Background: an optimization exercise with open tools, aiming at small area. Do not read the settings as production practice.
Only simulation tests tie the RTL to the original design; equivalence was not proved.
No activity file was given, so power comes from the tool's default toggle rates.

== v47 ==
==> flow/design.v (excerpt) <==
module riscvTop (
    input  logic        clk,
    input  logic        rst,
    input  logic [31:0] mem_rdata,
    input  logic        mem_ready,
    output logic [14:0] mem_addr,
    output logic [31:0] mem_wdata,
    output logic        mem_we,
    output logic        mem_strobe
);
    localparam logic [3:0] S_FETCH  = 4'b1000;   
    localparam logic [3:0] S_FETCH2 = 4'b1001;   
    localparam logic [3:0] S_RS1    = 4'b1010;   
    localparam logic [3:0] S_RS2    = 4'b1011;   
    localparam logic [3:0] S_RDATA  = 4'b1100;   
    localparam logic [3:0] S_WRA    = 4'b1110;   
    localparam logic [3:0] S_WRR    = 4'b1111;   
    localparam logic [3:0] S_ADDR   = 4'b0000;   
    localparam logic [3:0] S_SHR    = 4'b0001;   
    localparam logic [3:0] S_Z0     = 4'b0010;   
    localparam logic [3:0] S_P32    = 4'b0011;   
    localparam logic [3:0] S_SL     = 4'b0100;   
    localparam logic [3:0] S_PCINC  = 4'b0101;   
    localparam logic [1:0] T_OP    = 2'd0;
    localparam logic [1:0] T_LOAD  = 2'd1;
    localparam logic [1:0] T_STORE = 2'd2;
    logic [3:0]  state;
    logic [14:0] pcn;    
    logic [14:0] pc;
    assign pc = ~pcn;
    logic [31:0] w;
    logic [16:0] imn;    
    logic [16:0] im;
    assign im = ~imn;
    logic [2:0]  f3;
  ...
Size in the first run: ~3600 µm² of cells after synthesis.
export LEC_CHECK = 0
export ABC_AREA = 1
export CAP_MARGIN = 0
export CORE_MARGIN = 2
export CORE_UTILIZATION = 40
export CTS_BUF_LIST = sky130_fd_sc_hd__clkbuf_8
export CTS_CLUSTER_SIZE = 30
export GPL_ROUTABILITY_DRIVEN = 0
export GPL_TIMING_DRIVEN = 0
export SLEW_MARGIN = 0
export TNS_END_PERCENT = 0
create_clock -name core_clock -period 6.0 [get_ports {clk}]
standard.sh (not shown) runs the stock make flow with config.mk's settings and CLKGATE_MAP_FILE= SYNTH_SCRIPT=/design/flow/synth_recipe.tcl, a recipe that flattens the netlist after the stock synthesis.
==> flow/flow/run.sh <==
#!/bin/bash
# The standard layout (standard.sh), with three changes:
# - synthesis maps the logic with an area-oriented ABC script (flow/abc_area.script,
#   used through ABC_AREA=1 in config.mk); the registers are mapped exactly as before;
# - every input and output port gets the smallest buffer, sky130_fd_sc_hd__buf_1;
# - clock tree synthesis uses clkbuf_8 and inserts no dummy loads.
# Each tool's output goes to the ORFS logs under orfs/logs; make's output to
# standard_flow.log.
set -euo pipefail
rm -rf myscripts
cp -r "$FLOW_HOME/scripts" myscripts
cp flow/abc_area.script myscripts/abc_area.script
export SCRIPTS_DIR="$PWD/myscripts"
export BUFFER_PORTS_ARGS="-buffer_cell sky130_fd_sc_hd__buf_1"
export CTS_ARGS="-sink_clustering_enable -repair_clock_nets -buf_list sky130_fd_sc_hd__clkbuf_8 -sink_clustering_size 30 -dont_use_dummy_load"
bash standard.sh > standard_flow.log 2>&1
==> flow/flow/abc_area.script <==
strash
&get -n
&st
&deepsyn -T 10
&put
dch -f
amap -F 10
topo
The following lists how v23 was set up differently from v47:
- TNS_END_PERCENT removed (was 0)
- GPL_TIMING_DRIVEN removed (was 0)
- GPL_ROUTABILITY_DRIVEN removed (was 0)
Notes after the runs:
When v23 is measured against v47, its global routing met3 resource utilization turns out 0.91 points higher. Changes observed in v23 relative to v47: post-layout worst setup margin up 250 ps; global route total overflow flat; power per unit of standard cell area flat; fmax up 15 MHz.
The following lists how v46 was set up differently from v23:
==> flow/flow/run.sh <==
#!/bin/bash
# The standard layout (standard.sh), with two changes:
# - synthesis maps the logic with an area-oriented ABC script (flow/abc_area.script,
#   used through ABC_AREA=1 in config.mk); registers are mapped exactly as before;
# - every input and output port gets the smallest buffer, sky130_fd_sc_hd__buf_1.
set -euo pipefail
rm -rf myscripts
cp -r "$FLOW_HOME/scripts" myscripts
cp flow/abc_area.script myscripts/abc_area.script
export SCRIPTS_DIR="$PWD/myscripts"
export BUFFER_PORTS_ARGS="-buffer_cell sky130_fd_sc_hd__buf_1"
export CTS_ARGS="-sink_clustering_enable -repair_clock_nets -buf_list sky130_fd_sc_hd__clkbuf_8 -sink_clustering_size 30 -dont_use_dummy_load"
bash standard.sh > standard_flow.log 2>&1
### Flow results
Changes observed in v46 relative to v23: sequential power neither gained nor lost much; first-iteration DRC count barely changed; power closely matched the old numbers; final design instance area without fill essentially unchanged; shortest period the worst path allows did not really move.
Global-route usage: v23 vs v46 identical
v23 -> v46: worst setup slack after layout delta 0, exact match
The area taken by multi-input logic gates of v46 and that of v23 are within noise of each other.
Compared v23 against v46; share of synthesized flip-flops with an asynchronous set or reset within noise.
~same clock-pin transition on the worst setup and hold timing paths in v46 and v23

[what the ideal ports hide]
No port has a modelled driver above. Below, the same layouts with a new extraction and two added sets of constraints.
Step 1 sets driving cells, clkbuf_16 on the clock port and buf_2 on the other inputs (assumed; they add their load-dependent delay and slew).
Step 2 adds t to the input delays and takes it off the output delays; t is the mean of the earliest and latest rising clock arrival at the registers after step 1. Input paths then give back, and output paths get back, about the clock's delay inside the block.
Three values: ideal ports, drivers, drivers and shift; two values: the first two.
run	t (ns)	setup WS [ns]	latest minus earliest clock arrival (ns)	slew at the worst register clock pin (ns)	pins driven straight from the clock port
v47	0.369	1.735 / 1.735 / 1.549	0.037 / 0.037	0.09 / 0.09	1
v23	0.366	1.988 / 1.988 / 1.988	0.031 / 0.032	0.08 / 0.08	1
v46	0.366	1.988 / 1.988 / 1.988	0.031 / 0.032	0.08 / 0.08	1
After both steps every run listed still meets setup and hold. For v47, which loses most, drivers alone change the setup slack by 0.000 ns; drivers and shift together by -0.186 ns.
